Background: an optimization exercise with open tools, aiming at small area, a short achievable clock period and few clock cycles per item. Do not read the settings as production practice.
RTL that was checked went through simulation tests only; none was proved equivalent to the original.
No functional check of the RTL was part of run 4.
Power is estimated from default activity; no workload was simulated.

==> design.v <==
package rosetta_pkg;
    localparam int num_pe = 8;
    localparam int word_w = 8;
    localparam int acc_w = 2 * word_w + $clog2(num_pe);
    typedef logic [31:0] inst_t;
    typedef logic [7:0]  pc_t;
    typedef logic [4:0]  row_addr_t;
    typedef logic [10:0] waddr_t;
    localparam int op_msb   = 31;
    localparam int op_lsb   = 30;
    localparam int dst_msb  = 29;
    localparam int dst_lsb  = 25;
    localparam int bias_msb = 24;
    localparam int bias_lsb = 20;
    localparam int x_msb    = 19;
    localparam int x_lsb    = 16;
    localparam int wb_msb   = 15;
    localparam int wb_lsb   = 5;
    localparam logic [1:0] op_nop  = 2'd0;
    localparam logic [1:0] op_mvma = 2'd1;
    localparam logic [1:0] op_halt = 2'd2;
endpackage
module mac_lane #(
    parameter int word_w = rosetta_pkg::word_w,
    parameter int acc_w  = rosetta_pkg::acc_w
) (
    input  logic                        clk,
    input  logic                        first,
    input  logic [word_w-1:0]           bias,
    input  logic [word_w/2-1:0]         bd_one,
    input  logic [word_w/2-1:0]         bd_two,
    input  logic [word_w/2-1:0]         bd_neg,
    input  logic [word_w-1:0]           weight,
    output logic [word_w-1:0]           result
);
    localparam int nd = word_w / 2;
    localparam int split = 13;
    logic [acc_w-1:0]  acc_q;
    logic              c_q;
    logic              cin;
    logic [acc_w-1:0]  base;
    logic [acc_w-1:0]  row_a;
    logic [acc_w-1:0]  row_b;
    logic [word_w+1:0] wx;
    assign wx = {weight[word_w-1], weight, 1'b0};
    logic [word_w:0] s0, s1, s2, s3;
    logic [word_w:0] srow [nd];
    for (genvar d = 0; d < nd; d++) begin : g_pp
        for (genvar j = 0; j <= word_w; j++) begin : g_bit
            assign srow[d][j] = ((bd_one[d] & wx[j+1]) | (bd_two[d] & wx[j])) ^ bd_neg[d];
        end
    end
    assign s0 = srow[0];
    assign s1 = srow[1];
    assign s2 = srow[2];
    assign s3 = srow[3];
    assign base = first ? {{(acc_w-word_w){bias[word_w-1]}}, bias} : acc_q;
    assign cin  = c_q & ~first;
    logic hs1, hc2, hs3, hc4, fs5, fc6, hs7, hc8, fs9, fc10, hs11, hc12, fs13, fc14, hs15, hc16, fs17, fc18, hs19, hc20, fs21, fc22, hs23, hc24, fs25, fc26, hs27, hc28, hs29, hc30, fs31, fc32, fs33, fc34, fs35, fc36, fs37, fc38, fs39, fc40, fs41, fc42, fs43, fc44, fs45, fc46, fs47, fc48, fs49, fc50, hs51, hc52, hs53, hc54, fs55, fc56, fs57, fc58, fs59, fc60, fs61, fc62, fs63, fc64, fs65, fc66, fs67, fc68, fs69, fc70, fs71, fc72, fs73, fc74, fs75, fc76, fs77, fc78, fs79, fc80, hs81, hc82, hs83, hc84, hs85, hc86, hs87, hc88;
    assign hs1 = base[4] ^ s0[4];
    assign hc2 = base[4] & s0[4];
    assign hs3 = base[5] ^ s0[5];
    assign hc4 = base[5] & s0[5];
    assign fs5 = base[6] ^ s0[6] ^ s1[4];
    assign fc6 = (base[6] & s0[6]) | (base[6] & s1[4]) | (s0[6] & s1[4]);
    assign hs7 = s2[2] ^ s3[0];
    assign hc8 = s2[2] & s3[0];
    assign fs9 = base[7] ^ s0[7] ^ s1[5];
    assign fc10 = (base[7] & s0[7]) | (base[7] & s1[5]) | (s0[7] & s1[5]);
    assign hs11 = s2[3] ^ s3[1];
    assign hc12 = s2[3] & s3[1];
    assign fs13 = base[8] ^ s1[6] ^ s2[4];
    assign fc14 = (base[8] & s1[6]) | (base[8] & s2[4]) | (s1[6] & s2[4]);
    assign hs15 = s3[2] ^ s0[8];
    assign hc16 = s3[2] & s0[8];
    assign fs17 = base[9] ^ s1[7] ^ s2[5];
    assign fc18 = (base[9] & s1[7]) | (base[9] & s2[5]) | (s1[7] & s2[5]);
    assign hs19 = s3[3] ^ s0[8];
    assign hc20 = s3[3] & s0[8];
    assign fs21 = base[10] ^ s2[6] ^ s3[4];
    assign fc22 = (base[10] & s2[6]) | (base[10] & s3[4]) | (s2[6] & s3[4]);
    assign hs23 = ~s0[8] ^ ~s1[8];
    assign hc24 = ~s0[8] & ~s1[8];
    assign fs25 = ~(base[11] ^ s2[7]);
    assign fc26 = base[11] | s2[7];
    assign hs27 = base[2] ^ s0[2];
    assign hc28 = base[2] & s0[2];
    assign hs29 = base[3] ^ s0[3];
    assign hc30 = base[3] & s0[3];
    assign fs31 = hs1 ^ s1[2] ^ s2[0];
    assign fc32 = (hs1 & s1[2]) | (hs1 & s2[0]) | (s1[2] & s2[0]);
    assign fs33 = hs3 ^ s1[3] ^ s2[1];
    assign fc34 = (hs3 & s1[3]) | (hs3 & s2[1]) | (s1[3] & s2[1]);
    assign fs35 = fs5 ^ hs7 ^ bd_neg[3];
    assign fc36 = (fs5 & hs7) | (fs5 & bd_neg[3]) | (hs7 & bd_neg[3]);
    assign fs37 = fs9 ^ hs11 ^ fc6;
    assign fc38 = (fs9 & hs11) | (fs9 & fc6) | (hs11 & fc6);
    assign fs39 = fs13 ^ hs15 ^ fc10;
    assign fc40 = (fs13 & hs15) | (fs13 & fc10) | (hs15 & fc10);
    assign fs41 = fs17 ^ hs19 ^ fc14;
    assign fc42 = (fs17 & hs19) | (fs17 & fc14) | (hs19 & fc14);
    assign fs43 = fs21 ^ hs23 ^ fc18;
    assign fc44 = (fs21 & hs23) | (fs21 & fc18) | (hs23 & fc18);
    assign fs45 = fs25 ^ s3[5] ^ fc22;
    assign fc46 = (fs25 & s3[5]) | (fs25 & fc22) | (s3[5] & fc22);
    assign fs47 = base[12] ^ s3[6] ^ ~s2[8];
    assign fc48 = (base[12] & s3[6]) | (base[12] & ~s2[8]) | (s3[6] & ~s2[8]);
    assign fs49 = ~(base[13] ^ s3[7]);
    assign fc50 = base[13] | s3[7];
    assign hs51 = base[0] ^ s0[0];
    assign hc52 = base[0] & s0[0];
    assign hs53 = base[1] ^ s0[1];
    assign hc54 = base[1] & s0[1];
    assign fs55 = hs27 ^ s1[0] ^ bd_neg[1];
    assign fc56 = (hs27 & s1[0]) | (hs27 & bd_neg[1]) | (s1[0] & bd_neg[1]);
    assign fs57 = hs29 ^ s1[1] ^ hc28;
    assign fc58 = (hs29 & s1[1]) | (hs29 & hc28) | (s1[1] & hc28);
    assign fs59 = fs31 ^ bd_neg[2] ^ hc30;
    assign fc60 = (fs31 & bd_neg[2]) | (fs31 & hc30) | (bd_neg[2] & hc30);
    assign fs61 = fs33 ^ hc2 ^ fc32;
    assign fc62 = (fs33 & hc2) | (fs33 & fc32) | (hc2 & fc32);
    assign fs63 = fs35 ^ hc4 ^ fc34;
    assign fc64 = (fs35 & hc4) | (fs35 & fc34) | (hc4 & fc34);
    assign fs65 = fs37 ^ hc8 ^ fc36;
    assign fc66 = (fs37 & hc8) | (fs37 & fc36) | (hc8 & fc36);
    assign fs67 = fs39 ^ hc12 ^ fc38;
    assign fc68 = (fs39 & hc12) | (fs39 & fc38) | (hc12 & fc38);
    assign fs69 = fs41 ^ hc16 ^ fc40;
    assign fc70 = (fs41 & hc16) | (fs41 & fc40) | (hc16 & fc40);
    assign fs71 = fs43 ^ hc20 ^ fc42;
    assign fc72 = (fs43 & hc20) | (fs43 & fc42) | (hc20 & fc42);
    assign fs73 = fs45 ^ hc24 ^ fc44;
    assign fc74 = (fs45 & hc24) | (fs45 & fc44) | (hc24 & fc44);
    assign fs75 = fs47 ^ fc26 ^ fc46;
    assign fc76 = (fs47 & fc26) | (fs47 & fc46) | (fc26 & fc46);
    assign fs77 = fs49 ^ cin ^ fc48;
    assign fc78 = (fs49 & cin) | (fs49 & fc48) | (cin & fc48);
    assign fs79 = base[14] ^ ~s3[8] ^ fc50;
    assign fc80 = (base[14] & ~s3[8]) | (base[14] & fc50) | (~s3[8] & fc50);
    assign hs81 = ~base[15];
    assign hc82 = base[15];
    assign hs83 = ~base[16];
    assign hc84 = base[16];
    assign hs85 = ~base[17];
    assign hc86 = base[17];
    assign hs87 = ~base[18];
    assign hc88 = base[18];
    assign row_a = {hs87, hs85, hs83, hs81, fs79, fs77, fs75, fs73, fs71, fs69, fs67, fs65, fs63, fs61, fs59, fs57, fs55, hs53, hs51};
    assign row_b = {hc86, hc84, hc82, fc80, fc78, fc76, fc74, fc72, fc70, fc68, fc66, fc64, fc62, fc60, fc58, fc56, hc54, hc52, bd_neg[0]};
    logic [split:0]         lo_sum;
    logic [acc_w-split-1:0] hi_sum;
    assign lo_sum = {1'b0, row_a[split-1:0]} + {1'b0, row_b[split-1:0]};
    assign hi_sum = row_a[acc_w-1:split] + row_b[acc_w-1:split];
    always_ff @(posedge clk) begin
        acc_q <= {hi_sum, lo_sum[split-1:0]};
        c_q   <= lo_sum[split];
    end
    logic [acc_w-split-1:0] hi;
    logic                   hi_zero, hi_ones, hi_ones_m1;
    logic                   t_zeros, t_ones, t_neg;
    assign hi         = acc_q[acc_w-1:split];
    assign hi_zero    = ~|hi;
    assign hi_ones    = &hi;
    assign hi_ones_m1 = &hi[acc_w-split-1:1] & ~hi[0];
    assign t_zeros    = (c_q ? hi_ones : hi_zero) & ~|acc_q[split-1:word_w-1];
    assign t_ones     = (c_q ? hi_ones_m1 : hi_ones) & &acc_q[split-1:word_w-1];
    assign t_neg      = hi[acc_w-split-1] ^ (c_q & &hi[acc_w-split-2:0]);
    always_comb begin
        if (t_ones || t_zeros) begin
            result = acc_q[word_w-1:0];
        end else if (t_neg) begin
            result = {1'b1, {(word_w-1){1'b0}}};
        end else begin
            result = {1'b0, {(word_w-1){1'b1}}};
        end
    end
endmodule
module mac_array #(
    parameter int num_pe = rosetta_pkg::num_pe,
    parameter int word_w = rosetta_pkg::word_w
) (
    input  logic                        clk,
    input  logic                        first,
    input  logic [word_w-1:0]           act_elem,
    input  logic [num_pe*word_w-1:0]    bias_row,
    input  logic [num_pe*word_w-1:0]    weight_row,
    output logic [num_pe*word_w-1:0]    result_row
);
    localparam int nd = word_w / 2;
    logic [num_pe*word_w-1:0] w_q;
    logic [num_pe*word_w-1:0] b_q;
    logic [nd-1:0]            one_d, two_d, neg_d;
    logic [nd-1:0]            one_q, two_q, neg_q;
    logic [num_pe-1:0]        first_q;       
    logic [word_w:0]          ax;
    assign ax = {act_elem, 1'b0};
    for (genvar d = 0; d < nd; d++) begin : g_enc
        assign one_d[d] = ax[2*d+1] ^ ax[2*d];
        assign two_d[d] = (ax[2*d+2] & ~ax[2*d+1] & ~ax[2*d])
                        | (~ax[2*d+2] & ax[2*d+1] & ax[2*d]);
        assign neg_d[d] = ax[2*d+2];
    end
    always_ff @(posedge clk) begin
        w_q   <= weight_row;
        b_q   <= bias_row;
        one_q <= one_d;
        two_q <= two_d;
        neg_q <= neg_d;
        first_q <= {num_pe{first}};
    end
    for (genvar k = 0; k < num_pe; k++) begin : g_lane
        mac_lane #(
            .word_w(word_w),
            .acc_w (rosetta_pkg::acc_w)
        ) lane_inst (
            .clk    (clk),
            .first  (first_q[k]),
            .bias   (b_q[k*word_w +: word_w]),
            .bd_one (one_q),
            .bd_two (two_q),
            .bd_neg (neg_q),
            .weight (w_q[k*word_w +: word_w]),
            .result (result_row[k*word_w +: word_w])
        );
    end
endmodule
module zero_skip_unit #(
    parameter int num_pe = rosetta_pkg::num_pe
) (
    input  logic [num_pe-1:0]           pres,
    output logic [$clog2(num_pe)-1:0]   idx,
    output logic [num_pe-1:0]           rest
);
    always_comb begin
        idx = '0;
        for (int i = num_pe - 1; i >= 0; i--) begin
            if (pres[i]) begin
                idx = $clog2(num_pe)'(i);
            end
        end
    end
    assign rest = pres & (pres - num_pe'(1));
endmodule
module core_sequencer #(
    parameter int num_pe = rosetta_pkg::num_pe
) (
    input  logic                        clk,
    input  logic                        rst,
    output logic                        im_ren,
    output rosetta_pkg::pc_t            im_raddr,
    input  rosetta_pkg::inst_t          im_rdata,
    output logic                        pam_x_ren,
    output rosetta_pkg::row_addr_t      pam_x_raddr,
    input  logic [num_pe-1:0]           pam_x_rdata,
    output logic                        am_x_ren,
    output rosetta_pkg::row_addr_t      am_x_raddr,
    output logic                        bm_ren,
    output rosetta_pkg::row_addr_t      bm_raddr,
    output logic                        wm_ren,
    output rosetta_pkg::waddr_t         wm_raddr,
    output logic                        am_r_wen,
    output rosetta_pkg::row_addr_t      am_r_waddr,
    output logic                        done,
    output logic [$clog2(num_pe)-1:0]   e1_k,
    output logic                        e1_empty,
    output logic                        e1_first
);
    localparam int idx_w = $clog2(num_pe);
    rosetta_pkg::pc_t   na_q;        
    logic               im_v_q;      
    logic               halted_q;
    logic               ir_v_q;      
    logic               ir_mok_q;    
    logic [3:0]         ir_x_q;
    logic [4:0]         ir_bias_q;
    logic [4:0]         ir_dst_q;
    logic [10:0]        ir_wb_q;
    logic               s_v_q;
    logic               s_last_q;    
    logic               s_rd_q;      
    logic               s_first_q;
    logic               s_empty_q;
    logic [idx_w-1:0]   s_k_q;
    logic [num_pe-1:0]  s_rest_q;
    logic [3:0]         s_x_q;
    logic [4:0]         s_bias_q;
    logic [4:0]         s_dst_q;
    logic [10:0]        s_wb_q;
    logic               e1_v_q, e1_first_q, e1_last_q, e1_empty_q;
    logic [idx_w-1:0]   e1_k_q;
    logic [4:0]         e1_dst_q;
    logic               e2_v_q, e2_last_q;
    logic [4:0]         e2_dst_q;
    logic               e3_wen_q;
    logic [4:0]         e3_dst_q;
    logic               done_q;
    logic [1:0]         opcode;
    logic               s_last;
    logic               s_free;
    logic               take;
    logic               ir_free;
    logic               adv;
    logic               adv0;        
    logic               is_mvma;
    logic               is_halt;
    logic [num_pe-1:0]  mask_pres;
    logic [idx_w-1:0]   mask_idx;
    logic [num_pe-1:0]  mask_rest;
    logic [idx_w-1:0]   rest_idx;
    logic [num_pe-1:0]  rest_rest;
    logic               s_v_d;
    logic               ir_v_d;
    logic               halted_d;
    assign opcode  = im_rdata[rosetta_pkg::op_msb:rosetta_pkg::op_lsb];
    assign is_mvma = (opcode == rosetta_pkg::op_mvma);
    assign is_halt = (opcode == rosetta_pkg::op_halt);
    assign s_last  = s_last_q;
    assign s_free  = !s_v_q || s_last;
    assign take    = s_free && ir_v_q && ir_mok_q;
    assign ir_free = !ir_v_q || take;
    assign adv0    = im_v_q && !halted_q && ir_free;
    assign adv     = adv0 || (im_v_q && !halted_q && !(is_mvma || is_halt));
    for (genvar k = 0; k < num_pe; k++) begin : g_pres
        assign mask_pres[k] = pam_x_rdata[num_pe-1-k];
    end
    zero_skip_unit #(.num_pe(num_pe)) zs_mask (
        .pres (mask_pres),
        .idx  (mask_idx),
        .rest (mask_rest)
    );
    zero_skip_unit #(.num_pe(num_pe)) zs_rest (
        .pres (s_rest_q),
        .idx  (rest_idx),
        .rest (rest_rest)
    );
    assign s_v_d    = take || (s_v_q && !s_last);
    assign ir_v_d   = (adv && is_mvma) || (ir_v_q && !take);
    assign halted_d = halted_q || (adv && is_halt);
    assign im_ren   = 1'b1;
    assign im_raddr = adv0 ? na_q + rosetta_pkg::pc_t'(1) : na_q;
    always_ff @(posedge clk) begin
        if (rst) begin
            na_q     <= '0;
            im_v_q   <= 1'b0;
            halted_q <= 1'b0;
            ir_v_q   <= 1'b0;
            ir_mok_q <= 1'b0;
            s_v_q    <= 1'b0;
            s_rd_q   <= 1'b0;
            e1_v_q   <= 1'b0;
            e2_v_q   <= 1'b0;
            e3_wen_q <= 1'b0;
            done_q   <= 1'b0;
        end else begin
            if (adv) begin
                na_q <= na_q + rosetta_pkg::pc_t'(1);
            end
            im_v_q   <= adv0 || !adv;
            halted_q <= halted_d;
            ir_v_q   <= ir_v_d;
            ir_mok_q <= (adv0 && is_mvma) || (ir_v_q && !take);
            s_v_q    <= s_v_d;
            s_rd_q   <= take ? |mask_pres : s_v_d;
            e1_v_q   <= s_v_q;
            e2_v_q   <= e1_v_q;
            e3_wen_q <= e2_v_q && e2_last_q;
            done_q   <= done_q || (halted_d && !ir_v_d && !s_v_d && !s_v_q && !e1_v_q);
        end
    end
    always_ff @(posedge clk) begin
        if (adv && is_mvma) begin
            ir_x_q    <= im_rdata[rosetta_pkg::x_msb:rosetta_pkg::x_lsb];
            ir_bias_q <= im_rdata[rosetta_pkg::bias_msb:rosetta_pkg::bias_lsb];
            ir_dst_q  <= im_rdata[rosetta_pkg::dst_msb:rosetta_pkg::dst_lsb];
            ir_wb_q   <= im_rdata[rosetta_pkg::wb_msb:rosetta_pkg::wb_lsb];
        end
    end
    always_ff @(posedge clk) begin
        if (take) begin
            s_first_q <= 1'b1;
            s_empty_q <= ~|mask_pres;
            s_last_q  <= ~|mask_rest;
            s_k_q     <= mask_idx;
            s_rest_q  <= mask_rest;
            s_x_q     <= ir_x_q;
            s_bias_q  <= ir_bias_q;
            s_dst_q   <= ir_dst_q;
            s_wb_q    <= ir_wb_q;
        end else begin
            s_first_q <= 1'b0;
            s_last_q  <= ~|rest_rest;
            s_k_q     <= rest_idx;
            s_rest_q  <= rest_rest;
        end
    end
    always_ff @(posedge clk) begin
        e1_first_q <= s_first_q;
        e1_last_q  <= s_last;
        e1_empty_q <= s_empty_q;
        e1_k_q     <= s_k_q;
        e1_dst_q   <= s_dst_q;
        e2_last_q  <= e1_last_q;
        e2_dst_q   <= e1_dst_q;
        e3_dst_q   <= e2_dst_q;
    end
    assign pam_x_ren   = 1'b1;
    assign pam_x_raddr = {1'b0, ir_free ? im_rdata[rosetta_pkg::x_msb:rosetta_pkg::x_lsb] : ir_x_q};
    assign wm_ren      = s_rd_q;
    assign wm_raddr    = s_wb_q + rosetta_pkg::waddr_t'(s_k_q);
    assign am_x_ren    = wm_ren;
    assign am_x_raddr  = {1'b0, s_x_q};
    assign bm_ren      = s_v_q && s_first_q;
    assign bm_raddr    = s_bias_q;
    assign am_r_wen    = e3_wen_q;
    assign am_r_waddr  = e3_dst_q;
    assign done        = done_q;
    assign e1_k        = e1_k_q;
    assign e1_empty    = e1_empty_q;
    assign e1_first    = e1_first_q;
endmodule
module rosetta_core #(
    parameter int num_pe = rosetta_pkg::num_pe,
    parameter int word_w = rosetta_pkg::word_w
) (
    input  logic                          clk,
    input  logic                          rst,
    output logic                          im_ren,
    output rosetta_pkg::pc_t              im_raddr,
    input  rosetta_pkg::inst_t            im_rdata,
    output logic                          pam_x_ren,
    output rosetta_pkg::row_addr_t        pam_x_raddr,
    input  logic [num_pe-1:0]             pam_x_rdata,
    output logic                          am_x_ren,
    output rosetta_pkg::row_addr_t        am_x_raddr,
    input  logic [num_pe*word_w-1:0]      am_x_rdata,
    output logic                          bm_ren,
    output rosetta_pkg::row_addr_t        bm_raddr,
    input  logic [num_pe*word_w-1:0]      bm_rdata,
    output logic                          wm_ren,
    output rosetta_pkg::waddr_t           wm_raddr,
    input  logic [num_pe*word_w-1:0]      wm_rdata,
    output logic                          am_r_wen,
    output rosetta_pkg::row_addr_t        am_r_waddr,
    output logic [num_pe*word_w-1:0]      am_r_wdata,
    output logic                          done
);
    logic [$clog2(num_pe)-1:0]  e1_k;
    logic                       e1_empty;
    logic                       e1_first;
    logic [word_w-1:0]          act_elem;
    core_sequencer #(
        .num_pe(num_pe)
    ) sequencer_inst (
        .clk         (clk),
        .rst         (rst),
        .im_ren      (im_ren),
        .im_raddr    (im_raddr),
        .im_rdata    (im_rdata),
        .pam_x_ren   (pam_x_ren),
        .pam_x_raddr (pam_x_raddr),
        .pam_x_rdata (pam_x_rdata),
        .am_x_ren    (am_x_ren),
        .am_x_raddr  (am_x_raddr),
        .bm_ren      (bm_ren),
        .bm_raddr    (bm_raddr),
        .wm_ren      (wm_ren),
        .wm_raddr    (wm_raddr),
        .am_r_wen    (am_r_wen),
        .am_r_waddr  (am_r_waddr),
        .done        (done),
        .e1_k        (e1_k),
        .e1_empty    (e1_empty),
        .e1_first    (e1_first)
    );
    assign act_elem = e1_empty ? '0 : am_x_rdata[e1_k * word_w +: word_w];
    mac_array #(
        .num_pe(num_pe),
        .word_w(word_w)
    ) mac_array_inst (
        .clk        (clk),
        .first      (e1_first),
        .act_elem   (act_elem),
        .bias_row   (bm_rdata),
        .weight_row (wm_rdata),
        .result_row (am_r_wdata)
    );
endmodule
==> flow/run.sh <==
#!/bin/bash
# The standard layout, with plain buf_1 cells as the port buffers instead of the
# delay buffers buffer_ports picks by itself. The whole make output goes to layout.log.
set -euo pipefail
bash standard.sh "BUFFER_PORTS_ARGS=-buffer_cell sky130_fd_sc_hd__buf_1" finish > layout.log 2>&1
==> standard.sh <==
#!/bin/bash
# synth_recipe.tcl (not shown) runs the flow's synth.tcl, then flattens the netlist and writes it again
# the make line also repeats each setting of config.mk as NAME=value (left out here)
make -C /OpenROAD-flow-scripts/flow DESIGN_CONFIG=/design/flow/config.mk WORK_HOME=/design/flow/orfs CLKGATE_MAP_FILE= SYNTH_SCRIPT=/design/flow/synth_recipe.tcl "${@:-finish}"
==> config.mk <==
export PLATFORM = sky130hd
export DESIGN_NAME = rosetta_core
export DESIGN_NICKNAME = rosetta_core
export VERILOG_FILES = /design/flow/design.v
export SDC_FILE = /design/flow/constraint.sdc
export NUM_CORES = 4
export LEC_CHECK = 0
export CAP_MARGIN = 20
export CORE_MARGIN = 2
export CORE_UTILIZATION = 55
export CTS_CLUSTER_DIAMETER = 80
export CTS_CLUSTER_SIZE = 25
export SETUP_SLACK_MARGIN = 5
export SLEW_MARGIN = 20
export TNS_END_PERCENT = 0
==> constraint.sdc <==
create_clock -name core_clock -period 9.0 [get_ports {clk}]
set_input_delay 1.8000 -clock core_clock [delete_from_list [all_inputs] [get_ports {clk}]]
set_output_delay 1.8000 -clock core_clock [all_outputs]
set_load 0.01 [all_outputs]
==> results of run 1 <==
metrics by stage:
step / instance area (um^2) / setup WS [ps]
floorplan: 29900 / 4880
global placement: 31300 / 3830
detailed placement: 31300 / 3770
CTS: 32800 / 4570
global route: 33000 / 4520
finish: 33000 / 4610
flip-flops by register name, indices dropped and copies added (netlist names), 7 cells and up:
signal,count
sequencer_inst.s_rest_q,7
sequencer_inst.s_wb_q,11
sequencer_inst.ir_wb_q,11
mac_array_inst.b_q,64
sequencer_inst.na_q,8
mac_array_inst.g_lane.lane_inst.c_q,8
mac_array_inst.g_lane.lane_inst.acc_q,152
mac_array_inst.w_q,64
Yosys cell counts (12+ instances only):
cell type,instances
a21o_1,74
a21oi_1,151
a22oi_1,224
buf_1,38
clkbuf_1,97
clkbuf_2,56
dfxtp_1,353
edfxtp_1,51
fa_1,225
ha_1,254
inv_1,232
mux2_2,77
mux2i_1,16
mux4_2,16
nand2_1,203
nand3_1,34
nand4_1,18
nor2_1,74
nor2b_1,12
nor4_1,17
o21ai_0,116
o21bai_1,25
or3_1,12
xnor2_1,316
xor2_1,132
cells by family (layout without fill, tap and decap cells):
group,after synthesis,after routing,share of synthesized area [%]
xor gates and xnor gates,448,448,13.1
adders and majority gates,480,480,25.8
and+or+nand+nor,435,435,6.85
DFF,404,404,28.8
buffers and inverters,438,662,5.87
other,2,8,0.0251
muxes,109,109,4.65
AOI/OAI and AO/OA,670,670,14.9
per-layer routing:
| layer | up-vias | wire length (um) | global-route usage, % |
|---|---|---|---|
| li1 | 10700 | - | - |
| met1 | 10800 | 32800 | 35.0 |
| met4 | 0 | 2170 | 7.81 |
| met2 | 694 | 37000 | 46.4 |
| met3 | 124 | 4710 | 3.88 |
| met5 | - | 0 | 0 |
final timing paths:
check / startpoint / to / slack (ps)
setup / recovery: mac_array_inst.g_lane[5].lane_inst.acc_q[17] / am_r_wdata[40] / 4610
setup reg to reg: mac_array_inst.neg_q[2] / mac_array_inst.g_lane[3].lane_inst.c_q / 4690
hold / removal: sequencer_inst.e1_dst_q[2] / sequencer_inst.e2_dst_q[2] / 330
hold reg to reg: sequencer_inst.e1_dst_q[2] / sequencer_inst.e2_dst_q[2] / 330
layout make-up:
cell class	count	area, um^2
Inverter	234	886
Antenna cell	4	10.0
Clock inverter	18	265
Multi-Input combinational cell	2146	19700
Tap cell	696	871
Sequential cell	404	8650
Timing Repair Buffer	376	1900
Clock buffer	34	766
Fill cell	4642	20700
worst register-to-register path, cell delays in order, from the launching register on:
cell and delay, ps:
dfxtp_4 670, buf_8 430, xnor2_1 210, ha_1 340, fa_1 510, fa_1 490
ha_1 390, a21oi_1 220, o22a_1 190, o41ai_2 110, a221o_1 430, nor2_1 110
o21bai_1 80
repair_timing:
item	CTS	global route
setup buffers	18	6
setup endpoints to repair	166	147
cloned	0	2
hold buffers	0	0
gates resized for setup	39	29
pin swaps	3	1
power breakdown:
| group | switching, uW | internal [uW] | total, uW |
|---|---|---|---|
| Clock | 755 | 710 | 1460 |
| Sequential | 364 | 2310 | 2680 |
| Combinational | 2540 | 2140 | 4680 |
| Total | 3660 | 5160 | 8820 |
==> flow_metrics.py, run 1 <==
metrics = {
    "critical_path": {
        "worstSetupEndpointType": "primary output",
        "crit_path_max_incr_delay_ps": 590,
        "critPathArrivalTime_ps": 2590,
        "worstPathCellList": "or4_1 -> o41ai_4 -> a41oi_4 -> mux2_2 -> buf_1",
        "crit_type": "reg2out",
        "crit_family": "simple AND/OR/NAND/NOR gates",
        "critPathMaxFanout": 7,
        "crit_cells": 5,
        "crit_slowest_cell": "or4_1",
        "path_buf_inv": 1,
        "r2r_cells": 12,
        "cp-start-kind": "flop",
        "worst_ep_required_time_ps": 7200,
    },
    "layout": {
        "layout-drive-gt1-share_pct": 7.19,
        "final_common_cell": "dfxtp_1",
        "utilization_pct": 61.4,
        "final_nets": 3903,
        "area_growth_syn_to_layout_pct": 10.5,
        "final_cell_mix": "dfxtp_1, buf_1, xnor2_1",
        "layoutNonFillerInstCount": 3912,
    },
    "timing": {
        "tightest_slew_ps": 1080,
        "finalMaxSlewViolations": 0,
        "period_share_pct": 48.8,
        "rsz0062_at_grt": "true",
        "max-slew-margin-rel_pct": 27.9,
        "setup_viol": 0,
        "fin_skew_ps": 27.6,
        "holdWs_ps": 333,
        "fin_crit_ps": 4390,
        "finalHoldViolCount": 0,
        "tns_ps": 0,
        "fmax_mhz": 228,
    },
    "global_routing": {
        "grt_pass1_vias": 23000,
        "grt_overflow_total": 0,
        "track_usage_pct": 26.9,
        "grt_max_degree": 58,
        "antenna_found_initial": 5,
        "grt_pass1_wl_mm": 121,
    },
    "place": {
        "portBuffers": 334,
        "place_hpwl_mm": 53.6,
        "dpl.cell_count": 3830,
        "place.gp.congestion": 0.865,
    },
    "pwr": {
        "p_total_uw": 8820,
        "irDropWorstVdd_mv": 0.167,
        "power_leakage_uw": 0.0141,
        "powerDensity_mw_per_mm2": 267,
    },
    "clock_network": {
        "cts_buffers": 28,
        "cts-root-buf": "clkbuf_16",
        "cts_buffer_depth": 3,
        "clock_latency_ps": 610,
        "cts_max_level": 1,
        "cts_tree": "done",
        "clkTransAtPathRegs_ps": 90,
        "clock_sinks": 404,
    },
    "floorplan": {
        "die_w_um": 237,
        "fp.dieH_um": 237,
        "num_io_pins": 344,
        "row_count": 85,
        "core_mm2": 0.0537,
        "die-area_mm2": 0.0562,
        "initial_core_util_pct": 55.6,
    },
    "route": {
        "drt_iter0_drc": 1355,
        "postRouteAntennaNets": 0,
        "vias": 22300,
        "via_per_inst": 5.70,
        "drc_errors": 0,
        "finalWirelength_mm": 76.7,
        "drt-pass1-iter-count": 5,
        "post_drt_wl_per_cell_um": 19.6,
    },
    "yosys": {
        "yosysWarnings": 5,
        "yosysTopAreaCell": "dfxtp_1",
        "ys.flop_type": "dfxtp_1",
        "synthCells": 2986,
        "async_flop_share_pct": 0,
        "syn_avg_cell_area_um2": 10.0,
        "synth_edf_count": 51,
        "ys_types": 72,
        "syn_area_mm2": 0.0299,
        "synth_top_cell_area_share_pct": 23.7,
        "synthTopCellsByArea": "dfxtp_1, fa_1, ha_1, xnor2_1, a22oi_1",
        "seq_area_frac_synth_pct": 28.8,
        "yosys_register_bits": 404,
    },
    "run": {
        "cap_violations": 0,
    },
    "worst_hold_path": {
        "hold_depth": 0,
        "min_path_type": "reg2reg",
    },
    "run_status": {
        "run_status": "complete, no violations",
    },
}
Testbench counts, summed over its fixed seeds: cycles 4,705, items 1,180.
==> run 2: changes to the inputs <==
--- a/config.mk
+++ b/config.mk
@@ -11,5 +11,5 @@
 export CTS_CLUSTER_DIAMETER = 80
 export CTS_CLUSTER_SIZE = 25
-export SETUP_SLACK_MARGIN = 5
+export SETUP_SLACK_MARGIN = 4.6
 export SLEW_MARGIN = 20
 export TNS_END_PERCENT = 0
==> run 2 against run 1 <==
Still clean on timing, DRC and antenna. Global-route usage is 0.19 points higher. Synthesized cell count stayed put. Sequential cell count unchanged. Combinational power about the same. Synthesized area stayed put. Critical endpoint is now am_r_wdata[60].
==> flow_metrics.py, run 2 <==
metrics = {
    "floorplan": {
        "die-area_mm2": 0.0562,
        "num_io_pins": 344,
        "fp.dieH_um": 237,
        "row_count": 85,
        "core_mm2": 0.0537,
        "die_w_um": 237,
        "initial_core_util_pct": 55.6,
    },
    "yosys": {
        "syn_area_mm2": 0.0299,
        "yosys_register_bits": 404,
        "syn_avg_cell_area_um2": 10.0,
        "ys.flop_type": "dfxtp_1",
        "seq_area_frac_synth_pct": 28.8,
        "async_flop_share_pct": 0,
        "yosysWarnings": 5,
        "ys_types": 72,
        "synth_edf_count": 51,
        "synth_common_cells": "dfxtp_1, xnor2_1, ha_1",
        "synth_top_cell_area_share_pct": 23.7,
        "yosysTopAreaCell": "dfxtp_1",
        "synthCells": 2986,
        "synth_most_common_cell": "dfxtp_1",
        "synthTopCellsByArea": "dfxtp_1, fa_1, ha_1, xnor2_1, a22oi_1",
    },
    "timing": {
        "tns_ps": 0,
        "period_share_pct": 49.6,
        "rsz0062_at_grt": "true",
        "setup_ws_ps": 4540,
        "holdWs_ps": 329,
        "fin_crit_ps": 4460,
        "setup_viol": 0,
        "finalMaxSlewViolations": 0,
        "max-slew-margin-rel_pct": 33.5,
        "tightest_slew_ps": 990,
        "finalHoldViolCount": 0,
        "fmax_mhz": 224,
        "fin_skew_ps": 22.8,
    },
    "global_routing": {
        "grt_overflow_total": 0,
        "grt_pass1_vias": 22900,
        "track_usage_pct": 27.0,
        "antenna_found_initial": 4,
        "grt_pass1_wl_mm": 122,
        "grt_max_degree": 58,
    },
    "clock_network": {
        "cts_buffers": 28,
        "hold_buffers": 0,
        "cts-root-buf": "clkbuf_16",
        "clock_latency_ps": 630,
        "cts_max_level": 1,
        "clkTransAtPathRegs_ps": 90,
        "clock_sinks": 404,
        "cts_buffer_depth": 3,
        "cts_tree": "done",
    },
    "worst_hold_path": {
        "min_path_type": "reg2reg",
    },
    "route": {
        "drc_errors": 0,
        "drt_iter0_drc": 1300,
        "via_per_inst": 5.72,
        "drt-pass1-iter-count": 7,
        "post_drt_wl_per_cell_um": 19.8,
        "postRouteAntennaNets": 0,
        "vias": 22400,
        "finalWirelength_mm": 77.4,
    },
    "critical_path": {
        "startpoint": "mac_array_inst.g_lane[7].lane_inst.acc_q[17]",
        "rrSetupSlack_ps": 4640,
        "r2r_start": "mac_array_inst.neg_q[1]",
        "r2r_cells": 12,
        "cp-endpoint": "am_r_wdata[60]",
        "crit_type": "reg2out",
        "worstPathCellList": "or4_1 -> o41ai_4 -> a41oi_4 -> mux2_2 -> clkbuf_2",
        "crit_family": "simple AND/OR/NAND/NOR gates",
        "critPathArrivalTime_ps": 2660,
        "crit_path_max_incr_delay_ps": 590,
        "worstSetupEndpointType": "primary output",
        "worst_ep_required_time_ps": 7200,
        "cp-start-kind": "flop",
        "crit_cells": 5,
        "path_buf_inv": 1,
        "critPathMaxFanout": 7,
        "reg2reg_to": "mac_array_inst.g_lane[5].lane_inst.acc_q[12]",
        "crit_slowest_cell": "or4_1",
    },
    "pwr": {
        "pwr-share-seq_pct": 30.3,
        "p_int_uw": 5160,
        "combPwrFrac_pct": 53.1,
        "power_leakage_uw": 0.0141,
        "powerDensity_mw_per_mm2": 268,
        "pwr-share-clk_pct": 16.7,
        "p_sw_share_pct": 41.7,
        "switching_power_uw": 3690,
        "irDropWorstVdd_mv": 0.197,
    },
    "layout": {
        "utilization_pct": 61.6,
        "final_cell_mix": "dfxtp_1, buf_1, xnor2_1",
        "reg_top3": "mac_array_inst.g_lane.lane_inst.acc_q (152), mac_array_inst.b_q (64), mac_array_inst.w_q (64)",
        "area_growth_syn_to_layout_pct": 10.7,
        "final_nets": 3905,
        "largest_register": "mac_array_inst.g_lane.lane_inst.acc_q",
        "final_cell_area_mm2": 0.0331,
        "layout-drive-gt1-share_pct": 7.38,
        "final_common_cell": "dfxtp_1",
        "largest_reg_flops": 152,
    },
    "run_status": {
        "run_status": "complete, no violations",
    },
    "place": {
        "pre_cts_slack_ps": 3780,
        "place_area_mm2": 0.0313,
        "place.gp.congestion": 0.861,
        "place_hpwl_mm": 54.0,
        "portBuffers": 334,
    },
    "run": {
        "cap_violations": 0,
    },
}
[run 2: area by class of cell]
cell class              instances  area, um^2
fillers                      4535       20600
multi-input cells            2146       19700
flip-flops and latches        404        8650
repair buffers                378        1950
inverters                     234         886
well taps                     696         871
clock buffers                  29         726
clock inverters                22         324
diodes                          3        7.51
[run 2: power groups by stage]
| stage | clock network [uW] | registers (uW) | logic (uW) |
|---|---|---|---|
| after floorplan | 0 | 2570 | 3720 |
| after global placement | 0 | 2710 | 4490 |
| after detailed placement | 0 | 2710 | 4630 |
| after CTS | 1510 | 2670 | 4700 |
| after global routing | 1580 | 2740 | 5400 |
| final | 1480 | 2680 | 4700 |
[run 2: worst min path at each step]
stage / startpoint / end / slack [ps] / cells after the start
3_3_place_gp: sequencer_inst.e1_dst_q[3] / sequencer_inst.e2_dst_q[3] / 310 / 0
6_report: sequencer_inst.e1_first_q / mac_array_inst.first_q[0] / 330 / 0
5_1_grt: sequencer_inst.e1_dst_q[0] / sequencer_inst.e2_dst_q[0] / 340 / 0
3_5_place_dp: sequencer_inst.e1_first_q / mac_array_inst.first_q[0] / 310 / 0
2_1_floorplan: sequencer_inst.e1_first_q / mac_array_inst.first_q[0] / 310 / 0
4_1_cts: sequencer_inst.e1_first_q / mac_array_inst.first_q[0] / 330 / 0
[run 2: logic make-up after synthesis]
group | share of synthesized area, %
buffers and inverters | 5.87
AND/OR/NAND/NOR | 6.85
multiplexers | 4.65
AO/OA/AOI/OAI | 14.9
other | 0.0251
XOR/XNOR | 13.1
adder cells (fa/ha/maj) | 25.8
flip-flops | 28.8
[run 2: routing by layer]
| metal | share of wire (%) | vias up | GRT usage (%) |
|---|---|---|---|
| met3 | 6.7 | 108 | 4.12 |
| li1 | - | 10600 | - |
| met1 | 43 | 10900 | 36.5 |
| met5 | 0 | - | 0 |
| met2 | 48 | 716 | 45.8 |
| met4 | 2.4 | 0 | 6.37 |
[run 2: per-stage QoR]
step | cells | power, uW
detailed placement | 3831 | 7340
finish | 3912 | 8860
CTS | 3895 | 8880
global route | 3910 | 9720
global placement | 3831 | 7190
floorplan | 2988 | 6280
[run 2: timing repair]
| action | 4_1_cts | 5_1_grt |
|---|---|---|
| pin swaps | 1 | 2 |
| endpoints found under the setup margin | 100 | 96 |
| resized for setup | 32 | 34 |
| buffers inserted | 13 | 12 |
| cloned | 0 | 1 |
==> run 3: changes to the inputs <==
--- a/config.mk
+++ b/config.mk
@@ -9,7 +9,7 @@
 export CORE_MARGIN = 2
 export CORE_UTILIZATION = 55
-export CTS_CLUSTER_DIAMETER = 80
-export CTS_CLUSTER_SIZE = 25
-export SETUP_SLACK_MARGIN = 4.6
+export CTS_CLUSTER_DIAMETER = 90
+export CTS_CLUSTER_SIZE = 30
+export SETUP_SLACK_MARGIN = 5
 export SLEW_MARGIN = 20
 export TNS_END_PERCENT = 0
==> run 3 against run 2 <==
Hold slack improved by 7.2 ps. Critical path depth is the same. Total power fell by 2.2%. Critical path type unchanged. Clock power shrank 13%. Die area did not move. Cell area is 0.65% lower. Sequential share of layout area grew 0.18 points. Largest power group unchanged. Final cell count down 0.18%. Critical endpoint is now am_r_wdata[40]. Combinational power about the same. Highest routed layer is now met5. Synthesized area unchanged. Worst setup slack improved by 81 ps. Maximum frequency rose by 1.9%.
==> flow_metrics.py, run 3 <==
metrics = {
    "clock_network": {
        "cts_buffer_depth": 3,
        "cts-root-buf": "clkbuf_16",
        "clock_sinks": 404,
        "cts_buffers": 24,
        "cts_max_level": 1,
        "clkTransAtPathRegs_ps": 100,
        "cts_tree": "done",
        "clock_latency_ps": 610,
        "hold_buffers": 0,
    },
    "pwr": {
        "p_int_uw": 5020,
        "power_leakage_uw": 0.0140,
        "combPwrFrac_pct": 54.2,
        "powerDensity_mw_per_mm2": 264,
        "pwr-share-seq_pct": 30.9,
        "switching_power_uw": 3640,
        "pwr-share-clk_pct": 14.9,
        "p_sw_share_pct": 42.0,
        "irDropWorstVdd_mv": 0.190,
    },
    "timing": {
        "setup_viol": 0,
        "fin_crit_ps": 4380,
        "tightest_slew_ps": 1070,
        "fmax_mhz": 228,
        "tns_ps": 0,
        "rsz0062_at_grt": "true",
        "finalMaxSlewViolations": 0,
        "holdWs_ps": 336,
        "finalHoldViolCount": 0,
        "max-slew-margin-rel_pct": 28.5,
        "fin_skew_ps": 26.6,
        "period_share_pct": 48.7,
    },
    "layout": {
        "area_growth_syn_to_layout_pct": 9.99,
        "nFillCells": 4662,
        "reg_top3": "mac_array_inst.g_lane.lane_inst.acc_q (152), mac_array_inst.b_q (64), mac_array_inst.w_q (64)",
        "largest_register": "mac_array_inst.g_lane.lane_inst.acc_q",
        "ff_latch_area_mm2": 0.00865,
        "final_nets": 3900,
        "largest_reg_flops": 152,
        "final_common_cell": "dfxtp_1",
        "final_cell_mix": "dfxtp_1, buf_1, xnor2_1",
        "layout-drive-gt1-share_pct": 7.39,
        "multi_input_area_mm2": 0.0197,
    },
    "place": {
        "place_hpwl_mm": 53.6,
        "place.gp.congestion": 0.865,
        "portBuffers": 334,
    },
    "yosys": {
        "seq_area_frac_synth_pct": 28.8,
        "async_flop_share_pct": 0,
        "synth_common_cells": "dfxtp_1, xnor2_1, ha_1",
        "syn_avg_cell_area_um2": 10.0,
        "syn_area_mm2": 0.0299,
        "synth_most_common_cell": "dfxtp_1",
        "synth_top_cell_area_share_pct": 23.7,
        "synth_edf_count": 51,
        "yosysWarnings": 5,
        "synthCells": 2986,
        "ys.flop_type": "dfxtp_1",
        "synthTopCellsByArea": "dfxtp_1, fa_1, ha_1, xnor2_1, a22oi_1",
        "yosys_register_bits": 404,
        "yosysTopAreaCell": "dfxtp_1",
        "ys_types": 72,
    },
    "critical_path": {
        "cp-start-kind": "flop",
        "critPathMaxFanout": 7,
        "worstSetupEndpointType": "primary output",
        "cp-endpoint": "am_r_wdata[40]",
        "r2r_cells": 11,
        "critPathArrivalTime_ps": 2580,
        "worst_ep_required_time_ps": 7200,
        "startpoint": "mac_array_inst.g_lane[5].lane_inst.acc_q[17]",
        "reg2reg_to": "mac_array_inst.g_lane[5].lane_inst.acc_q[12]",
        "r2r_start": "mac_array_inst.neg_q[2]",
        "crit_type": "reg2out",
        "rrSetupSlack_ps": 4700,
    },
    "run": {
        "cap_violations": 0,
    },
    "global_routing": {
        "grt_pass1_wl_mm": 120,
        "track_usage_pct": 26.8,
        "antenna_found_initial": 6,
        "grt_overflow_total": 0,
        "grt_max_degree": 58,
        "grt_pass1_vias": 23000,
    },
    "route": {
        "drt_iter0_drc": 1407,
        "drt-pass1-iter-count": 5,
        "postRouteAntennaNets": 0,
        "drc_errors": 0,
        "finalWirelength_mm": 76.1,
        "via_per_inst": 5.71,
        "vias": 22300,
        "post_drt_wl_per_cell_um": 19.5,
    },
    "floorplan": {
        "die_w_um": 237,
        "row_count": 85,
        "fp.dieH_um": 237,
        "num_io_pins": 344,
        "initial_core_util_pct": 55.6,
        "core_mm2": 0.0537,
        "die-area_mm2": 0.0562,
    },
    "run_status": {
        "run_status": "complete, no violations",
    },
    "worst_hold_path": {
        "min_path_type": "reg2reg",
    },
}
-- run 3: changes by cell type in the layout (fill, tap and decap cells not counted), sizes merged --
cell	change
bufinv	-2
inv	-2
buf	-3
diode	+1
clkinv	-1
-- run 3: worst min path at each step --
stage / startpoint / end / slack (ps) / depth (start not counted)
2_1_floorplan: sequencer_inst.e1_first_q / mac_array_inst.first_q[0] / 310 / 0
3_3_place_gp: sequencer_inst.e1_dst_q[1] / sequencer_inst.e2_dst_q[1] / 310 / 0
3_5_place_dp: sequencer_inst.e1_dst_q[2] / sequencer_inst.e2_dst_q[2] / 310 / 0
4_1_cts: sequencer_inst.e1_dst_q[2] / sequencer_inst.e2_dst_q[2] / 340 / 0
5_1_grt: sequencer_inst.e1_last_q / sequencer_inst.e2_last_q / 350 / 0
6_report: sequencer_inst.e1_dst_q[2] / sequencer_inst.e2_dst_q[2] / 340 / 0
-- run 3: cells by family (layout without fill, tap and decap cells) --
logic type                 after synthesis  in the layout  share of synthesized area (%)
xor gates and xnor gates               448            448                           13.1
muxes                                  109            109                           4.65
DFF                                    404            404                           28.8
buffers and inverters                  438            655                           5.87
other                                    2              8                         0.0251
and+or+nand+nor                        435            435                           6.85
adders and majority gates              480            480                           25.8
AOI/OAI and AO/OA                      670            670                           14.9
-- run 3: critical path, cell delays in order, from the launching register on --
cell and delay, ps:
dfxtp_1 360, or4_1 590, o41ai_4 280, a41oi_4 270
mux2_2 370, buf_1 130
-- run 3: power by group through the flow --
stage | combinational (uW) | sequential (uW) | clock (uW)
final | 4690 | 2680 | 1290
after global routing | 5390 | 2740 | 1380
after CTS | 4710 | 2670 | 1330
after detailed placement | 4630 | 2710 | 0
after global placement | 4470 | 2700 | 0
after floorplan | 3720 | 2570 | 0
-- run 3: final cells by class --
cell class / count / area share (%)
clock inverter: 17 / 0.720
timing repair buffer: 377 / 5.78
inverter: 234 / 2.70
antenna: 4 / 0.0305
multi-input combinational: 2146 / 59.9
sequential: 404 / 26.3
tap: 696 / 2.65
clock buffer: 27 / 1.93
-- run 3: timing repair --
| action | CTS | global route |
|---|---|---|
| gates cloned | 0 | 1 |
| pin swaps | 2 | 7 |
| endpoints found under the setup margin | 167 | 144 |
| gates resized for setup | 37 | 42 |
| setup buffers | 19 | 7 |
-- run 3: metal layers --
metal	track usage, %	up-vias	part of all wire [%]
li1	-	10700	-
met4	7.92	2	2.7
met3	3.93	114	5.9
met1	34.7	10900	43
met2	46.3	671	48
met5	0	-	0.022
-- run 3: stage by stage --
stage                     std cells  worst slack (ps)  util (%)  total power [uW]  instance area (um^2)
after floorplan                2988              4880         -              6280                 29900
after global placement         3830              3830      58.2              7170                 31300
after detailed placement       3830              3770      58.2              7340                 31300
after CTS                      3893              4570      60.7              8710                 32600
after global routing           3903              4530      61.1              9510                 32800
final                          3905              4620      61.2              8660                 32800
==> run 4: changes to the inputs <==
--- a/design.v
+++ b/design.v
@@ -152,18 +152,17 @@
     assign lo_sum = {1'b0, row_a[split-1:0]} + {1'b0, row_b[split-1:0]};
     assign hi_sum = row_a[acc_w-1:split] + row_b[acc_w-1:split];
+    logic                   hz_q, ho_q, hm1_q, ho_low_q;
     always_ff @(posedge clk) begin
-        acc_q <= {hi_sum, lo_sum[split-1:0]};
-        c_q   <= lo_sum[split];
+        acc_q    <= {hi_sum, lo_sum[split-1:0]};
+        c_q      <= lo_sum[split];
+        hz_q     <= ~|hi_sum;
+        ho_q     <= &hi_sum;
+        hm1_q    <= &hi_sum[acc_w-split-1:1] & ~hi_sum[0];
+        ho_low_q <= &hi_sum[acc_w-split-2:0];
     end
-    logic [acc_w-split-1:0] hi;
-    logic                   hi_zero, hi_ones, hi_ones_m1;
     logic                   t_zeros, t_ones, t_neg;
-    assign hi         = acc_q[acc_w-1:split];
-    assign hi_zero    = ~|hi;
-    assign hi_ones    = &hi;
-    assign hi_ones_m1 = &hi[acc_w-split-1:1] & ~hi[0];
-    assign t_zeros    = (c_q ? hi_ones : hi_zero) & ~|acc_q[split-1:word_w-1];
-    assign t_ones     = (c_q ? hi_ones_m1 : hi_ones) & &acc_q[split-1:word_w-1];
-    assign t_neg      = hi[acc_w-split-1] ^ (c_q & &hi[acc_w-split-2:0]);
+    assign t_zeros    = (c_q ? ho_q : hz_q) & ~|acc_q[split-1:word_w-1];
+    assign t_ones     = (c_q ? hm1_q : ho_q) & &acc_q[split-1:word_w-1];
+    assign t_neg      = acc_q[acc_w-1] ^ (c_q & ho_low_q);
     always_comb begin
         if (t_ones || t_zeros) begin
@@ -279,4 +278,5 @@
     logic               s_last_q;    
     logic               s_rd_q;      
+    logic [10:0]        s_wa_q;      
     logic               s_first_q;
     logic               s_empty_q;
@@ -377,4 +377,5 @@
     end
     always_ff @(posedge clk) begin
+        s_wa_q <= (take ? ir_wb_q : s_wb_q) + rosetta_pkg::waddr_t'(take ? mask_idx : rest_idx);
         if (take) begin
             s_first_q <= 1'b1;
@@ -407,5 +408,5 @@
     assign pam_x_raddr = {1'b0, ir_free ? im_rdata[rosetta_pkg::x_msb:rosetta_pkg::x_lsb] : ir_x_q};
     assign wm_ren      = s_rd_q;
-    assign wm_raddr    = s_wb_q + rosetta_pkg::waddr_t'(s_k_q);
+    assign wm_raddr    = s_wa_q;
     assign am_x_ren    = wm_ren;
     assign am_x_raddr  = {1'b0, s_x_q};
--- a/config.mk
+++ b/config.mk
@@ -9,6 +9,6 @@
 export CORE_MARGIN = 2
 export CORE_UTILIZATION = 55
-export CTS_CLUSTER_DIAMETER = 90
-export CTS_CLUSTER_SIZE = 30
+export CTS_CLUSTER_DIAMETER = 80
+export CTS_CLUSTER_SIZE = 25
 export SETUP_SLACK_MARGIN = 5
 export SLEW_MARGIN = 20
==> run 4 against run 3 <==
Still clean on timing, DRC and antenna. Die area increased by 5.1%. Worst setup slack improved by 150 ps. Global-route usage increased by 1.3 points.
==> flow_metrics.py, run 4 <==
metrics = {
    "layout": {
        "final_common_cell": "dfxtp_1",
        "layout-drive-gt1-share_pct": 10.9,
        "area_growth_syn_to_layout_pct": 13.7,
        "final_nets": 4071,
        "largest_reg_flops": 152,
        "largest_register": "mac_array_inst.g_lane.lane_inst.acc_q",
        "final_cell_mix": "dfxtp_1, buf_1, xnor2_1",
        "nFillCells": 4741,
        "reg_top3": "mac_array_inst.g_lane.lane_inst.acc_q (152), mac_array_inst.b_q (64), mac_array_inst.w_q (64)",
    },
    "timing": {
        "max-slew-margin-rel_pct": 35.2,
        "fin_crit_ps": 4230,
        "setup_viol": 0,
        "tightest_slew_ps": 971,
        "period_share_pct": 47.0,
        "finalMaxSlewViolations": 0,
        "finalHoldViolCount": 0,
        "rsz0062_at_grt": "true",
        "fin_skew_ps": 22.8,
        "fmax_mhz": 236,
        "tns_ps": 0,
    },
    "yosys": {
        "syn_avg_cell_area_um2": 10.1,
        "ys_types": 83,
        "seq_area_frac_synth_pct": 29.8,
        "synth_edf_count": 40,
        "synth_most_common_cell": "dfxtp_1",
        "synthCells": 3102,
        "yosysTopAreaCell": "dfxtp_1",
        "ys.flop_type": "dfxtp_1",
        "synth_top_cell_area_share_pct": 25.9,
        "yosysWarnings": 5,
        "syn_area_mm2": 0.0314,
        "yosys_register_bits": 447,
        "async_flop_share_pct": 0,
        "synth_common_cells": "dfxtp_1, xnor2_1, inv_1",
        "synthTopCellsByArea": "dfxtp_1, fa_1, ha_1, xnor2_1, a22oi_1",
    },
    "clock_network": {
        "clock_latency_ps": 580,
        "cts_buffer_depth": 3,
        "cts_tree": "done",
        "cts_buffers": 34,
        "clock_sinks": 447,
        "clkTransAtPathRegs_ps": 90,
        "cts-root-buf": "clkbuf_16",
        "hold_buffers": 0,
        "cts_max_level": 2,
    },
    "run_status": {
        "run_status": "complete, no violations",
    },
    "critical_path": {
        "critPathMaxFanout": 8,
        "worstSetupEndpointType": "primary output",
        "critPathArrivalTime_ps": 2430,
        "reg2reg_to": "mac_array_inst.g_lane[2].lane_inst.acc_q[10]",
        "rrSetupSlack_ps": 4810,
        "r2r_cells": 11,
        "r2r_start": "mac_array_inst.first_q[0]",
        "cp-start-kind": "flop",
        "worst_ep_required_time_ps": 7200,
        "crit_type": "reg2out",
        "startpoint": "mac_array_inst.g_lane[1].lane_inst.acc_q[10]",
        "cp-endpoint": "am_r_wdata[8]",
    },
    "place": {
        "place_hpwl_mm": 56.9,
        "portBuffers": 334,
        "place.gp.congestion": 0.866,
    },
    "floorplan": {
        "fp.dieH_um": 243,
        "die-area_mm2": 0.0590,
        "num_io_pins": 344,
        "row_count": 87,
        "core_mm2": 0.0564,
        "die_w_um": 243,
        "initial_core_util_pct": 55.7,
    },
    "route": {
        "postRouteAntennaNets": 0,
        "drt-pass1-iter-count": 5,
        "via_per_inst": 5.72,
        "vias": 23700,
        "drt_iter0_drc": 1559,
        "drc_errors": 0,
        "finalWirelength_mm": 85.7,
        "post_drt_wl_per_cell_um": 20.7,
    },
    "pwr": {
        "p_sw_share_pct": 42.4,
        "p_total_uw": 10300,
        "combPwrFrac_pct": 55.0,
        "power_leakage_uw": 0.0150,
        "irDropWorstVdd_mv": 0.231,
        "pwr-share-seq_pct": 28.4,
        "pwr-share-clk_pct": 16.6,
        "p_int_uw": 5950,
        "powerDensity_mw_per_mm2": 289,
        "switching_power_uw": 4390,
    },
    "global_routing": {
        "grt_overflow_total": 0,
        "grt_pass1_vias": 24300,
        "track_usage_pct": 28.1,
        "grt_max_degree": 66,
        "grt_pass1_wl_mm": 131,
        "antenna_found_initial": 1,
    },
    "worst_hold_path": {
        "min_path_type": "reg2reg",
    },
    "run": {
        "cap_violations": 0,
    },
}
-- run 4: cell type report --
type	instances	area, um^2	share of cell area (%)
Antenna cell	1	2.50	0.00701
Clock buffer	40	925	2.59
Timing Repair Buffer	419	2510	7.03
Clock inverter	21	317	0.887
Sequential cell	447	9390	26.3
Multi-Input combinational cell	2180	20600	57.6
Tap cell	756	946	2.65
Inverter	276	1050	2.94
-- run 4: logic make-up after synthesis --
logic type	synth area share (%)
fa+ha+maj	24.5
mux	4.14
buf+inv	6.15
flops	29.8
other cells	0.0239
simple gates	7.25
xor+xnor	12.3
compound gates	15.8
-- run 4: per-layer routing --
metal / vias to the layer above / part of all wire, % / track usage, %
li1: 11200 / - / -
met1: 11600 / 42 / 36.9
met2: 764 / 48 / 46.8
met3: 127 / 6.9 / 5.57
met4: 2 / 2.9 / 8.52
met5: - / 0.015 / 0
-- run 4: worst min-delay path by stage --
stage | end | start | depth (start not counted) | slack, ps
6_report | sequencer_inst.e2_dst_q[3] | sequencer_inst.e1_dst_q[3] | 0 | 330
5_1_grt | sequencer_inst.e2_dst_q[4] | sequencer_inst.e1_dst_q[4] | 0 | 340
4_1_cts | sequencer_inst.e2_last_q | sequencer_inst.e1_last_q | 0 | 340
3_5_place_dp | sequencer_inst.e2_last_q | sequencer_inst.e1_last_q | 0 | 310
3_3_place_gp | sequencer_inst.e2_dst_q[0] | sequencer_inst.e1_dst_q[0] | 0 | 310
2_1_floorplan | mac_array_inst.first_q[0] | sequencer_inst.e1_first_q | 0 | 310
-- run 4: critical path, stage by stage, from the launching register on --
cell	delay (ps)
dfxtp_1	340
or4_4	550
nor3_4	160
a221o_2	320
a21oi_4	140
a31o_1	210
buf_1	130
-- run 4: repair_timing --
action | in CTS | in global routing
setup endpoints to repair | 212 | 164
setup buffers | 32 | 26
pin swaps | 9 | 34
hold endpoints to repair | 0 | 0
gates resized for setup | 68 | 109
cloned | 3 | 6
-- run 4: power by group through the flow --
| stage | clock, uW | sequential [uW] | combinational, uW |
|---|---|---|---|
| detailed placement | 0 | 2970 | 5420 |
| global placement | 0 | 2950 | 5260 |
| global route | 1820 | 2990 | 6460 |
| floorplan | 0 | 2830 | 4280 |
| finish | 1710 | 2940 | 5690 |
| CTS | 1760 | 2920 | 5530 |
-- run 4: metrics by stage --
stage	utilization, %	instances	cell area, um^2	setup WS, ps	hold slack [ps]
after CTS	61.8	4106	34800	4690	336
after global placement	58.3	4010	32900	3830	311
final	63.3	4140	35700	4770	334
after global routing	63.3	4139	35700	4640	339
after detailed placement	58.3	4010	32900	3810	312
after floorplan	-	3104	31500	4950	310

[afterwards: timing with drivers on the ports]
No port has a modelled driver above. Below, the same layouts with a new extraction and two added sets of constraints. Step 1 assumes that a clkbuf_16 drives the clock port and a buf_2 every other input. Step 2 times the ports against the registers' clock, not the clock port: input delays grow and output delays shrink by t, the midpoint of the rising clock arrivals with the driver on. a / b / c = no drivers / after step 1 / after step 2; a / b = the first two.
run | t (ns) | slack for setup (ns) | hold WS [ns] | worst setup path at the end | cell pins on the clock port's net
run 1 | 0.663 | 4.608 / 4.547 / 4.692 | 0.333 / 0.333 / 0.333 | register to register | 1
run 2 | 0.680 | 4.535 / 4.470 / 4.639 | 0.329 / 0.329 / 0.329 | register to register | 1
run 3 | 0.655 | 4.617 / 4.555 / 4.697 | 0.336 / 0.336 / 0.336 | register to register | 1
run 4 | 0.639 | 4.768 / 4.701 / 4.805 | 0.334 / 0.334 / 0.334 | register to register | 1
After both steps every run listed still meets setup and hold.
